This is an optimization exercise on Yosys and OpenROAD, whose aim is small area, not a production implementation. Only simulation tests tie the RTL to the original design; equivalence was not proved. Power figures rest on the tool's default switching activity, not on a simulated workload.

== run 1 ==
## cmd_desc_writer
module cmd_desc_writer #(
  parameter int unsigned WIDTH = 32
) (
  input  logic                  clk,
  input  logic                  resetn,
  input  logic                  start,
  input  logic                  abort,
  input  logic [31:0]           header_in,
  input  logic [31:0]           base_addr,
  input  logic [WIDTH*13-1:0]   reg_snapshot,
  input  logic                  wr_ready,
  output logic                  wr_valid,
  output logic [31:0]           wr_addr,
  output logic [WIDTH-1:0]      wr_data,
  output logic                  wr_last,
  output logic                  busy,
  output logic                  done,
  output logic                  aborted,
  output logic [5:0]            beat_cnt
);
  localparam int unsigned NREGS  = 13;
  localparam int unsigned SNAP_W = WIDTH * NREGS;
  function automatic int midx(input int k);
    case (k)
      0: midx = 1;   1: midx = 2;   2: midx = 3;   3: midx = 5;
      4: midx = 7;   5: midx = 9;   6: midx = 10;  7: midx = 11;
      8: midx = 13;  9: midx = 18;  10: midx = 19; 11: midx = 20;
      default: midx = 29;
    endcase
  endfunction
  logic              valid_q, done_q, aborted_q;
  logic [5:0]        cnt_q;
  logic              hdr_q;                   
  logic [30:0]       mask_q;                  
  logic              h0_q;                    
  logic [29:0]       base_q;
  logic [SNAP_W-1:0] snap_q;
  logic              busy_w, acc, hs, ab, last;
  logic [30:0]       below;                   
  logic [30:0]       mask_nx;                 
  logic [WIDTH-1:0]  pay;                     
  logic [29:0]       addr;                    
  logic [6:0]        lc;                      
  logic              c6_q;                    
  logic [23:0]       lp;                      
  logic [6:0]        gc;                      
  logic [5:0]        cnt_inc;                 
  logic [6:0]        ic;
  assign busy_w = valid_q | done_q;
  assign acc    = start & ~busy_w;
  assign hs     = valid_q & wr_ready;
  assign ab     = abort & busy_w;
  always_comb begin
    below[0] = 1'b0;
    for (int i = 1; i < 31; i++) below[i] = below[i-1] | mask_q[i-1];
  end
  assign mask_nx = mask_q & below;
  assign last    = hdr_q ? (mask_q == 31'd0) : (mask_nx == 31'd0);
  ...
export LEC_CHECK = 0
export CAP_MARGIN = 20
export CORE_MARGIN = 2
export CORE_UTILIZATION = 70
export SLEW_MARGIN = 20
create_clock -name core_clock -period 6.0 [get_ports {clk}]
standard.sh (not shown) runs the stock make flow with config.mk's settings and CLKGATE_MAP_FILE= SYNTH_SCRIPT=/design/flow/synth_recipe.tcl, a recipe that flattens the netlist after the stock synthesis.
==> flow/flow/run.sh <==
#!/bin/bash
# Standard layout with three changes:
#  - the RTL's one-hot AND-OR slices (module cmd_desc_writer_andor) are given
#    to synthesis already mapped to cells (flow/andor_cells.v); everything
#    else, registers included, goes through the standard synthesis
#  - the port buffers use the smallest buffer cell
#  - the clock tree uses clkbuf_8 with larger sink clusters and no dummy loads
set -euo pipefail
export BUFFER_PORTS_ARGS="-buffer_cell sky130_fd_sc_hd__buf_1"
export CTS_ARGS="-sink_clustering_enable -repair_clock_nets -dont_use_dummy_load -sink_clustering_size 16 -sink_clustering_max_diameter 50 -buf_list {sky130_fd_sc_hd__clkbuf_8}"

python3 - <<'EOP'
s = open('design.v').read()
i = s.index('module cmd_desc_writer_andor')
j = s.index('endmodule', i) + len('endmodule')
s = s[:i] + s[j:] + '\n' + open('flow/andor_cells.v').read()
open('design_mapped.v', 'w').write(s)
EOP

bash standard.sh VERILOG_FILES=$PWD/design_mapped.v > standard.log 2>&1
==> flow/flow/andor_cells.v <==
// Hand-mapped one-hot AND-OR slice for sky130hd, used in place of the RTL's
// cmd_desc_writer_andor (N = 14): y = |(sel & d).
// Four a222oi cover terms 0..11, a nand4 ORs them, and an a221o adds terms
// 12 and 13.
module cmd_desc_writer_andor #(
  parameter int N = 14
) (
  input  [N-1:0] sel,
  input  [N-1:0] d,
  output         y
);
  wire n0, n1, n2, n3, x;
  sky130_fd_sc_hd__a222oi_1 u_t0 (.A1(sel[0]),  .A2(d[0]),  .B1(sel[1]),  .B2(d[1]),  .C1(sel[2]),  .C2(d[2]),  .Y(n0));
  sky130_fd_sc_hd__a222oi_1 u_t1 (.A1(sel[3]),  .A2(d[3]),  .B1(sel[4]),  .B2(d[4]),  .C1(sel[5]),  .C2(d[5]),  .Y(n1));
  sky130_fd_sc_hd__a222oi_1 u_t2 (.A1(sel[6]),  .A2(d[6]),  .B1(sel[7]),  .B2(d[7]),  .C1(sel[8]),  .C2(d[8]),  .Y(n2));
  sky130_fd_sc_hd__a222oi_1 u_t3 (.A1(sel[9]),  .A2(d[9]),  .B1(sel[10]), .B2(d[10]), .C1(sel[11]), .C2(d[11]), .Y(n3));
  sky130_fd_sc_hd__nand4_1  u_or (.A(n0), .B(n1), .C(n2), .D(n3), .Y(x));
  sky130_fd_sc_hd__a221o_1  u_y  (.A1(sel[12]), .A2(d[12]), .B1(sel[13]), .B2(d[13]), .C1(x), .X(y));
endmodule
Edits applied to the flow inputs when going from run 1 to run 2:
- changing CORE_UTILIZATION from 70 to 60
diff --git a/flow/flow/run.sh b/flow/flow/run.sh
--- a/flow/flow/run.sh
+++ b/flow/flow/run.sh
@@ -10 +10 @@
-export CTS_ARGS="-sink_clustering_enable -repair_clock_nets -dont_use_dummy_load -sink_clustering_size 16 -sink_clustering_max_diameter 50 -buf_list {sky130_fd_sc_hd__clkbuf_8}"
+export CTS_ARGS="-sink_clustering_enable -repair_clock_nets -dont_use_dummy_load -sink_clustering_size 16 -sink_clustering_max_diameter 40 -buf_list {sky130_fd_sc_hd__clkbuf_8}"
Notes after the runs:
Compare run 1 and run 2 | critical path data arrival time higher: run 1. Die height (run 2 / run 1): 1.08. [diff] total power, run 2 relative to run 1: regression. Going from run 1 to run 2, global-route usage decreased by 6.5 points relative to the old numbers; design internal power grew by 3.7%; fraction of final layout cells sized beyond drive strength 1 shows an increase of 0.77 points.
Inputs modified between run 2 and run 3:
diff --git a/flow/flow/run.sh b/flow/flow/run.sh
--- a/flow/flow/run.sh
+++ b/flow/flow/run.sh
@@ -7 +7 @@
-#  - the clock tree uses clkbuf_8 with larger sink clusters and no dummy loads
+#  - the clock tree uses clkbuf_4 with its own sink clusters and no dummy loads
@@ -10 +10 @@
-export CTS_ARGS="-sink_clustering_enable -repair_clock_nets -dont_use_dummy_load -sink_clustering_size 16 -sink_clustering_max_diameter 40 -buf_list {sky130_fd_sc_hd__clkbuf_8}"
+export CTS_ARGS="-sink_clustering_enable -repair_clock_nets -dont_use_dummy_load -sink_clustering_size 10 -sink_clustering_max_diameter 30 -buf_list {sky130_fd_sc_hd__clkbuf_4}"
- Every stage of the flow completed for run 3, and the final layout passed the timing, DRC and antenna checks.
- Run 3 vs. run 2: setup slack decreased 0.13 ns, via total after detailed routing increased 1.6%, fraction of area in registers essentially unchanged, via count of the first global-routing pass increased 2.5%, first-iteration DRC count increased about 10%.
- Against run 2, run 3 reports a period utilization that is higher.
- Diff run 2 -> run 3 | fmax | down by a few percent
- Run 3 vs. run 2: global-route met2 utilization saw an increase, design area saw little to no change, post-route minimum period saw an increase.
- Run comparison: run 2 endpoint of the worst setup timing path wr_data[14]; run 3 endpoint of the worst setup timing path wr_data[4]

==> what the ideal ports hide <==
In the flow no input, the clock included, has a driving cell. The finished layouts below were timed again as built, in two steps. Step 1, drivers: a clkbuf_16 drives clk and a buf_2 each remaining input, both assumed. Step 2 adds t to the input delays and takes it off the output delays; t is the mean of the earliest and latest rising clock arrival at the registers after step 1. Input paths then give back, and output paths get back, about the clock's delay inside the block. Three values: no drivers, after step 1, after step 2; two values: the first two.
run | shift t [ns] | slack for setup (ns) | hold slack, ns | slew at the worst register clock pin (ns) | worst data-port slew with drivers (ns)
run 1 | 0.602 | 0.837 / 0.789 / 1.391 | 0.538 / 0.538 / 0.538 | 0.10 / 0.10 | 0.13
run 2 | 0.631 | 0.973 / 0.922 / 1.554 | 0.530 / 0.530 / 0.530 | 0.10 / 0.10 | 0.13
run 3 | 0.742 | 0.841 / 0.790 / 1.532 | 0.425 / 0.405 / 0.538 | 0.11 / 0.11 | 0.13
After both steps setup and hold are still met in every run listed.
